What follows belongs to an exercise in optimizing a design on an open flow for a short achievable clock period and few clock cycles; a production flow would make more cautious choices. Only simulation tests tie the RTL to the original design; equivalence was not proved.

==> job 6132 <==
==> flow/design.v <==
module pl_carry #(
    parameter int W = 16
) (
    input  logic [W-1:0] a,
    input  logic [W-1:0] b,
    input  logic         cin,
    output logic [W-1:0] p,
    output logic [W:0]   c
);
    localparam int L = (W > 16) ? 5 : ((W > 8) ? 4 : ((W > 4) ? 3 : 2));   
    logic [W-1:0] gl [L+1];
    logic [W-1:0] pl [L+1];
    always_comb begin
        p = a ^ b;
        gl[0] = a & b;
        gl[0][0] = (a[0] & b[0]) | (p[0] & cin);
        pl[0] = p;
        for (int l = 0; l < L; l++) begin
            for (int i = 0; i < W; i++) begin
                if (i >= (1 << l)) begin
                    gl[l+1][i] = gl[l][i] | (pl[l][i] & gl[l][i - (1 << l)]);
                    pl[l+1][i] = pl[l][i] & pl[l][i - (1 << l)];
                end else begin
                    gl[l+1][i] = gl[l][i];
                    pl[l+1][i] = pl[l][i];
                end
            end
        end
        c = {gl[L], cin};
    end
endmodule
module pl_add #(
    parameter int W = 16
) (
    input  logic [W-1:0] a,
    input  logic [W-1:0] b,
    input  logic         cin,
    output logic [W-1:0] s,
    output logic         cout
);
    logic [W-1:0] p;
    logic [W:0]   c;
    pl_carry #(.W(W)) carry (.a(a), .b(b), .cin(cin), .p(p), .c(c));
    assign s    = p ^ c[W-1:0];
    assign cout = c[W];
endmodule
module pl_incdec #(
    parameter int W = 16
) (
    input  logic [W-1:0] a,
    output logic [W-1:0] s,
    output logic [W-1:0] d
);
    logic [W-1:0] ones;    
    logic [W-1:0] zeros;   
    always_comb begin
        for (int i = 0; i < W; i++) begin
            ones[i]  = &(a  | ~((W'(1) << i) - W'(1)));
            zeros[i] = &(~a | ~((W'(1) << i) - W'(1)));
        end
        s = a ^ ones;
        d = a ^ zeros;
    end
endmodule
module pl_agu (
    input  logic [31:0] a,
    input  logic [11:0] imm,
    output logic [31:0] s
);
    logic [15:0] lo, hi_inc, hi_dec;
    logic        c16;
    logic        neg;
    assign neg = imm[11];
    pl_add    #(.W(16)) lo_add (.a(a[15:0]),  .b({{4{imm[11]}}, imm}), .cin(1'b0), .s(lo), .cout(c16));
    pl_incdec #(.W(16)) hi     (.a(a[31:16]), .s(hi_inc), .d(hi_dec));
    assign s = {(c16 ? (neg ? a[31:16] : hi_inc) : (neg ? hi_dec : a[31:16])), lo};
endmodule
module pipeline (
    input  logic                        clock,
    input  logic                        reset,
    input  logic [32-1:0]            mem_rdata,     
    output logic [1:0]                  mem_command,   
    output logic [32-1:0]            mem_addr,
    output logic [32-1:0]            mem_wdata,
    output logic                        commit_valid,
    output logic                        commit_wr_en,
    output logic [5-1:0]       commit_wr_idx,
    output logic [32-1:0]            commit_wr_data,
    output logic [32-1:0]            commit_npc,
    output logic [31:0]                 commit_inst
);
    localparam int QD = 12;      
    localparam int QC_W = 15;   
    logic [QC_W-1:0] pd_ctl;
    logic [6:0]      opcode;
    logic [2:0]      funct3;
    logic [6:0]      funct7;
    logic            r_add, r_sub, r_and, r_or, r_xor, is_rop, is_addi, is_lw, is_sw, writes;
    always_comb begin
        opcode  = mem_rdata[6:0];
        funct3  = mem_rdata[14:12];
        funct7  = mem_rdata[31:25];
        r_add   = (funct7 == 7'b0000000) && (funct3 == 3'b000);
        r_sub   = (funct7 == 7'b0100000)  && (funct3 == 3'b000);
        r_and   = (funct7 == 7'b0000000) && (funct3 == 3'b111);
        r_or    = (funct7 == 7'b0000000) && (funct3 == 3'b110);
        r_xor   = (funct7 == 7'b0000000) && (funct3 == 3'b100);
        is_rop  = (opcode == 7'b0110011) && (r_add || r_sub || r_and || r_or || r_xor);
        is_addi = (opcode == 7'b0010011) && (funct3 == 3'b000);
        is_lw   = (opcode == 7'b0000011) && (funct3 == 3'b010);
        is_sw   = (opcode == 7'b0100011) && (funct3 == 3'b010);
        writes  = is_rop || is_addi || is_lw;
        pd_ctl  = {is_rop || is_addi || is_lw || is_sw,                  
                   is_rop || is_sw,                                      
                   writes ? mem_rdata[11:7] : 5'd0,                      
                   writes && (mem_rdata[11:7] != 5'd0),                  
                   is_lw, is_sw,
                   is_rop && r_sub,                                      
                   !is_rop,                                              
                   is_rop && (r_add || r_sub),                           
                   is_rop && r_and, is_rop && r_or};
    end
    logic [1:0]        bus_cmd_q;
    logic [31:0]       bus_addr_q;
    logic [31:0]       bus_wdata_q;
    logic              bus_fetch_q;      
    logic [31:0]       pc_f;             
    logic [31:0]       q_inst [QD];
    logic [QC_W-1:0]   q_ctl  [QD];
    logic [QD-1:0]     q_wr;             
    logic [QD-1:0]     q_rd;
    logic [3:0]        q_cnt;
    logic              d_valid;
    logic [31:0]       d_inst;
    logic [31:0]       d_rs1_oh;         
    logic [31:0]       d_rs2_oh;
    logic [4:0]        d_rs1_q, d_rs2_q;
    logic              d_use1, d_use2, d_we, d_lw, d_sw, d_sub, d_kagu, d_kadd, d_and, d_or;
    logic [4:0]        d_rd;
    logic              d_dep1, d_dep2;   
    logic              d_m1, d_m2;       
    logic              d_w1, d_w2;       
    logic [31:0]       rf [1:31];
    logic              ex_valid;
    logic [31:0]       ex_inst;
    logic [31:0]       ex_a;             
    logic [31:0]       ex_aa;            
    logic [11:0]       ex_imm;           
    logic [31:0]       ex_s;             
    logic [31:0]       ex_bx;            
    logic              ex_sub;
    logic              ex_kagu, ex_kadd, ex_and, ex_or;
    logic [4:0]        ex_rd;
    logic              ex_we;
    logic              ex_load;
    logic              ex_store;
    logic              mm_valid;
    logic [31:0]       mm_inst;
    logic [31:0]       mm_agu;           
    logic [15:0]       mm_lo;            
    logic              mm_c16;           
    logic [15:0]       mm_hi0, mm_hi1;   
    logic [31:0]       mm_logic;
    logic              mm_kagu, mm_kadd;
    logic [4:0]        mm_rd;
    logic              mm_we;
    logic              mm_load;
    logic [31:1]       wb_wen;           
    logic [31:0]       wb_val;           
    logic              cm_valid;
    logic              cm_we;
    logic [4:0]        cm_rd;
    logic [31:0]       cm_data;
    logic [31:0]       cm_npc;
    logic [31:0]       cm_inst;
    logic [31:0]       nx_npc;           
    logic stall, consume, pop;
    assign stall   = d_dep1 || d_dep2;
    assign consume = d_valid && !stall;
    assign pop     = (!d_valid || !stall) && (q_cnt != 4'd0);
    logic [31:0]     qh_inst;
    logic [QC_W-1:0] qh_ctl;
    logic [4:0]      qh_rs1, qh_rs2;
    logic            qh_use1, qh_use2;
    always_comb begin
        qh_inst = '0;
        qh_ctl  = '0;
        for (int i = 0; i < QD; i++) begin
            qh_inst = qh_inst | ({32{q_rd[i]}} & q_inst[i]);
            qh_ctl  = qh_ctl  | ({QC_W{q_rd[i]}} & q_ctl[i]);
        end
        qh_rs1  = qh_inst[19:15];
        qh_rs2  = qh_inst[24:20];
        qh_use1 = qh_ctl[QC_W-1];
        qh_use2 = qh_ctl[QC_W-2];
    end
    logic [4:0] n_rs1, n_rs2;
    assign n_rs1 = pop ? qh_rs1 : d_rs1_q;
    assign n_rs2 = pop ? qh_rs2 : d_rs2_q;
    always_ff @(posedge clock) begin
        for (int i = 0; i < QD; i++) begin
            if (bus_fetch_q && q_wr[i]) begin
                q_inst[i] <= mem_rdata;
                q_ctl[i]  <= pd_ctl;
            end
        end
    end
    always_ff @(posedge clock) begin
        if (reset) begin
            q_wr    <= QD'(1);
            q_rd    <= QD'(1);
            q_cnt   <= 4'd0;
            d_valid <= 1'b0;
            d_dep1  <= 1'b0;
            d_dep2  <= 1'b0;
        end else begin
            if (bus_fetch_q) q_wr <= {q_wr[QD-2:0], q_wr[QD-1]};
            if (pop)         q_rd <= {q_rd[QD-2:0], q_rd[QD-1]};
            q_cnt <= q_cnt + {3'd0, bus_fetch_q} - {3'd0, pop};
            if (!d_valid || !stall) d_valid <= pop;
            if (pop) begin
                d_dep1 <= d_valid && d_we && qh_use1 && (qh_rs1 == d_rd);
                d_dep2 <= d_valid && d_we && qh_use2 && (qh_rs2 == d_rd);
            end else begin
                d_dep1 <= 1'b0;
                d_dep2 <= 1'b0;
            end
        end
        if (pop) begin
            d_m1 <= ex_we && (qh_rs1 == ex_rd);
            d_m2 <= ex_we && (qh_rs2 == ex_rd);
            d_w1 <= mm_we && (qh_rs1 == mm_rd);
            d_w2 <= mm_we && (qh_rs2 == mm_rd);
        end else begin
            d_m1 <= d_dep1;
            d_m2 <= d_dep2;
            d_w1 <= d_m1;
            d_w2 <= d_m2;
        end
        d_rs1_q  <= n_rs1;
        d_rs2_q  <= n_rs2;
        d_rs1_oh <= 32'd1 << n_rs1;
        d_rs2_oh <= 32'd1 << n_rs2;
        if (pop) begin
            d_inst <= qh_inst;
            {d_use1, d_use2, d_rd, d_we, d_lw, d_sw, d_sub, d_kagu, d_kadd, d_and, d_or} <= qh_ctl;
        end
    end
    logic [31:0] m_val;
    assign m_val = mm_load ? mem_rdata
                 : (mm_kagu ? mm_agu
                 : (mm_kadd ? {(mm_c16 ? mm_hi1 : mm_hi0), mm_lo} : mm_logic));
    logic [31:0] rf1, rf2, f1, f2, imm;
    always_comb begin
        rf1 = '0;
        rf2 = '0;
        for (int i = 1; i < 32; i++) begin
            rf1 = rf1 | ({32{d_rs1_oh[i]}} & rf[i]);
            rf2 = rf2 | ({32{d_rs2_oh[i]}} & rf[i]);
        end
        f1  = d_m1 ? m_val : (d_w1 ? wb_val : rf1);
        f2  = d_m2 ? m_val : (d_w2 ? wb_val : rf2);
        imm = d_sw ? {{20{d_inst[31]}}, d_inst[31:25], d_inst[11:7]}
                   : {{20{d_inst[31]}}, d_inst[31:20]};
    end
    always_ff @(posedge clock) begin
        if (reset || !consume) begin
            ex_valid <= 1'b0;
            ex_rd    <= 5'd0;
            ex_we    <= 1'b0;
            ex_load  <= 1'b0;
            ex_store <= 1'b0;
        end else begin
            ex_valid <= 1'b1;
            ex_rd    <= d_rd;
            ex_we    <= d_we;
            ex_load  <= d_lw;
            ex_store <= d_sw;
        end
    end
    always_ff @(posedge clock) begin
        ex_inst  <= d_inst;
        if (!d_kagu) ex_a <= f1;    
        ex_aa    <= f1;
        ex_imm   <= imm[11:0];
        ex_s     <= f2;
        ex_bx    <= f2 ^ {32{d_sub}};
        ex_sub   <= d_sub;
        ex_kagu  <= d_kagu;
        ex_kadd  <= d_kadd;
        ex_and   <= d_and;
        ex_or    <= d_or;
    end
    logic [31:0] agu;
    pl_agu agu_add (.a(ex_aa), .imm(ex_imm), .s(agu));
    logic [31:0] b_eff;
    logic [15:0] add_lo, add_hi0, add_hi1;
    logic        add_c16, add_c0_unused, add_c1_unused;
    assign b_eff = ex_bx;
    pl_add #(.W(16)) add_lo_add  (.a(ex_a[15:0]),  .b(b_eff[15:0]),  .cin(ex_sub), .s(add_lo),  .cout(add_c16));
    pl_add #(.W(16)) add_hi0_add (.a(ex_a[31:16]), .b(b_eff[31:16]), .cin(1'b0),   .s(add_hi0), .cout(add_c0_unused));
    pl_add #(.W(16)) add_hi1_add (.a(ex_a[31:16]), .b(b_eff[31:16]), .cin(1'b1),   .s(add_hi1), .cout(add_c1_unused));
    always_ff @(posedge clock) begin
        if (reset) begin
            mm_valid <= 1'b0;
            mm_rd    <= 5'd0;
            mm_we    <= 1'b0;
            mm_load  <= 1'b0;
        end else begin
            mm_valid <= ex_valid;
            mm_rd    <= ex_rd;
            mm_we    <= ex_we;
            mm_load  <= ex_load;
        end
        mm_inst  <= ex_inst;
        mm_agu   <= agu;
        mm_lo    <= add_lo;
        mm_c16   <= add_c16;
        mm_hi0   <= add_hi0;
        mm_hi1   <= add_hi1;
        mm_logic <= ex_and ? (ex_a & ex_s) : (ex_or ? (ex_a | ex_s) : (ex_a ^ ex_s));
        mm_kagu  <= ex_kagu;
        mm_kadd  <= ex_kadd;
    end
    logic ex_mem, issue_fetch;
    assign ex_mem      = ex_load || ex_store;
    assign issue_fetch = !ex_mem && ((q_cnt + {3'd0, bus_fetch_q}) < 4'(QD));
    always_ff @(posedge clock) begin
        if (reset) begin
            bus_cmd_q   <= 2'd1;
            bus_fetch_q <= 1'b1;
            bus_addr_q  <= 32'h0000_0000;
            pc_f        <= 32'h0000_0000 + 32'd4;
        end else begin
            bus_cmd_q   <= ex_store ? 2'd2 : ((ex_load || issue_fetch) ? 2'd1 : 2'd0);
            bus_fetch_q <= issue_fetch;
            bus_addr_q  <= ex_mem ? agu : pc_f;
            if (issue_fetch) pc_f <= pc_f + 32'd4;
        end
        bus_wdata_q <= ex_s;
    end
    assign mem_command = bus_cmd_q;
    assign mem_addr    = bus_addr_q;
    assign mem_wdata   = bus_wdata_q;
    always_ff @(posedge clock) begin
        if (reset) begin
            wb_wen   <= '0;
            cm_valid <= 1'b0;
            nx_npc   <= 32'h0000_0000 + 32'd4;
        end else begin
            for (int i = 1; i < 32; i++) wb_wen[i] <= mm_we && (mm_rd == 5'(i));
            cm_valid <= mm_valid;
            if (mm_valid) nx_npc <= nx_npc + 32'd4;
        end
        if (mm_we) wb_val <= m_val;
        cm_we   <= mm_we;
        cm_rd   <= mm_rd;
        cm_data <= m_val;
        cm_npc  <= nx_npc;
        cm_inst <= mm_inst;
    end
    always_ff @(posedge clock) begin
        for (int i = 1; i < 32; i++) begin
            if (reset)          rf[i] <= 32'd0;
            else if (wb_wen[i]) rf[i] <= wb_val;
        end
    end
    assign commit_valid   = cm_valid;
    assign commit_wr_en   = cm_we;
    assign commit_wr_idx  = cm_rd;
    assign commit_wr_data = cm_data;
    assign commit_npc     = cm_npc;
    assign commit_inst    = cm_inst;
endmodule
==> flow/run.sh <==
#!/bin/bash
# synth_recipe.tcl (not shown) runs the flow's synth.tcl, then flattens the netlist and writes it again
# the make line also repeats each setting of config.mk as NAME=value (left out here)
make -C /OpenROAD-flow-scripts/flow DESIGN_CONFIG=/design/flow/config.mk WORK_HOME=/design/flow/orfs CLKGATE_MAP_FILE= SYNTH_SCRIPT=/design/flow/synth_recipe.tcl finish
==> flow/config.mk <==
export PLATFORM = sky130hd
export DESIGN_NAME = pipeline
export DESIGN_NICKNAME = pipeline
export VERILOG_FILES = /design/flow/design.v
export SDC_FILE = /design/flow/constraint.sdc
export NUM_CORES = 4
export LEC_CHECK = 0
export CAP_MARGIN = 20
export CORE_MARGIN = 2
export CORE_UTILIZATION = 42
export CTS_CLUSTER_DIAMETER = 60
export CTS_CLUSTER_SIZE = 30
export PLACE_DENSITY = 0.52
export SETUP_SLACK_MARGIN = 3.2
export SLEW_MARGIN = 20
export SYNTH_HIERARCHICAL = 1
export TNS_END_PERCENT = 100
==> flow/constraint.sdc <==
create_clock -name core_clock -period 5.5 [get_ports {clock}]
set_input_delay 1.1000 -clock core_clock [delete_from_list [all_inputs] [get_ports {clock}]]
set_output_delay 1.1000 -clock core_clock [all_outputs]
set_load 0.01 [all_outputs]
==> job 8290: changes against job 6132 <==
--- a/flow/design.v
+++ b/flow/design.v
@@ -64,9 +64,15 @@
 endmodule
-module pl_agu (
+module pl_busaddr (
+    input  logic        reset,
+    input  logic        mem,         
+    input  logic [31:0] fetch_pc,
     input  logic [31:0] a,
     input  logic [11:0] imm,
-    output logic [31:0] s
+    output logic [31:0] addr,
+    output logic [15:0] lo,
+    output logic        c16,
+    output logic [15:0] hi1,         
+    output logic [15:0] hi0          
 );
-    logic [15:0] lo, hi_inc, hi_dec;
-    logic        c16;
+    logic [15:0] hi_inc, hi_dec, bus_hi1, bus_hi0, bus_lo;
     logic        neg;
@@ -75,3 +81,10 @@
     pl_incdec #(.W(16)) hi     (.a(a[31:16]), .s(hi_inc), .d(hi_dec));
-    assign s = {(c16 ? (neg ? a[31:16] : hi_inc) : (neg ? hi_dec : a[31:16])), lo};
+    always_comb begin
+        hi1     = neg ? a[31:16] : hi_inc;
+        hi0     = neg ? hi_dec : a[31:16];
+        bus_hi1 = reset ? 16'd0 : (mem ? hi1 : fetch_pc[31:16]);
+        bus_hi0 = reset ? 16'd0 : (mem ? hi0 : fetch_pc[31:16]);
+        bus_lo  = reset ? 16'd0 : (mem ? lo  : fetch_pc[15:0]);
+        addr    = {(c16 ? bus_hi1 : bus_hi0), bus_lo};
+    end
 endmodule
@@ -158,3 +171,6 @@
     logic [31:0]       mm_inst;
-    logic [31:0]       mm_agu;           
+    logic [15:0]       mm_agu_lo;        
+    logic              mm_agu_c;         
+    logic [15:0]       mm_agu_hi1;       
+    logic [15:0]       mm_agu_hi0;       
     logic [15:0]       mm_lo;            
@@ -250,3 +266,3 @@
     assign m_val = mm_load ? mem_rdata
-                 : (mm_kagu ? mm_agu
+                 : (mm_kagu ? {(mm_agu_c ? mm_agu_hi1 : mm_agu_hi0), mm_agu_lo}
                  : (mm_kadd ? {(mm_c16 ? mm_hi1 : mm_hi0), mm_lo} : mm_logic));
@@ -293,4 +309,11 @@
     end
-    logic [31:0] agu;
-    pl_agu agu_add (.a(ex_aa), .imm(ex_imm), .s(agu));
+    logic        ex_mem;
+    logic [31:0] bus_addr_d;
+    logic [15:0] agu_lo, agu_hi1, agu_hi0;
+    logic        agu_c16;
+    assign ex_mem = ex_load || ex_store;
+    pl_busaddr agu_add (
+        .reset, .mem(ex_mem), .fetch_pc(pc_f), .a(ex_aa), .imm(ex_imm),
+        .addr(bus_addr_d), .lo(agu_lo), .c16(agu_c16), .hi1(agu_hi1), .hi0(agu_hi0)
+    );
     logic [31:0] b_eff;
@@ -315,3 +338,6 @@
         mm_inst  <= ex_inst;
-        mm_agu   <= agu;
+        mm_agu_lo  <= agu_lo;
+        mm_agu_c   <= agu_c16;
+        mm_agu_hi1 <= agu_hi1;
+        mm_agu_hi0 <= agu_hi0;
         mm_lo    <= add_lo;
@@ -324,4 +350,3 @@
     end
-    logic ex_mem, issue_fetch;
-    assign ex_mem      = ex_load || ex_store;
+    logic issue_fetch;
     assign issue_fetch = !ex_mem && ((q_cnt + {3'd0, bus_fetch_q}) < 4'(QD));
@@ -331,3 +356,2 @@
             bus_fetch_q <= 1'b1;
-            bus_addr_q  <= 32'h0000_0000;
             pc_f        <= 32'h0000_0000 + 32'd4;
@@ -336,3 +360,2 @@
             bus_fetch_q <= issue_fetch;
-            bus_addr_q  <= ex_mem ? agu : pc_f;
             if (issue_fetch) pc_f <= pc_f + 32'd4;
@@ -340,2 +363,3 @@
         bus_wdata_q <= ex_s;
+        bus_addr_q  <= bus_addr_d;    
     end
- CTS_CLUSTER_DIAMETER: 60 -> 100
- CTS_CLUSTER_SIZE: 30 -> 25
==> impl_results.md <==
* Fin nets at around 8.9k
* Clock-cell share of area at about 3.1%
* Worst Setup EP: commit_wr_data[8]
* Status: complete, no violations
* Hold Slack at between 300 and 400 ps
The numbers above come from job 8290.

==> impl_results.md <==
* Status: complete, no violations
* Fin nets at 8,911
* Clock-cell share of area at 5.38%
* Hold Slack at 316 ps
The numbers above come from job 6132.

Testbench counts of job 6132, summed over its fixed seeds: cycles 33,482.
Testbench counts of job 8290, summed over its fixed seeds: cycles 33,482.

-- port drivers added, routing unchanged --
How much do the figures lean on ideal ports? The routed layouts below were timed once more, with nothing changed but the port constraints. Step 1: set_driving_cell puts a clkbuf_16 on clock and a buf_2 on each other input, an assumption about the parent block. Step 2 also shifts input and output timing later by t, the mid clock arrival at the registers, as if the neighbouring blocks saw the same clock. Three values: no drivers, after step 1, after step 2; two values: the first two.
run | t (ns) | slack for setup (ns) | worst register clock-pin slew, ns | worst slew at a driven data input, ns | pins driven straight from the clock port
job 6132 | 0.948 | 3.010 / 2.916 / 2.275 | 0.10 / 0.10 | 0.13 | 1
job 8290 | 0.935 | 3.024 / 2.923 / 2.305 | 0.11 / 0.11 | 0.21 | 1
After both steps every run listed still meets setup and hold. The setup slack of job 6132, which loses most, moves by -0.094 ns with the drivers and by -0.735 ns with both steps.
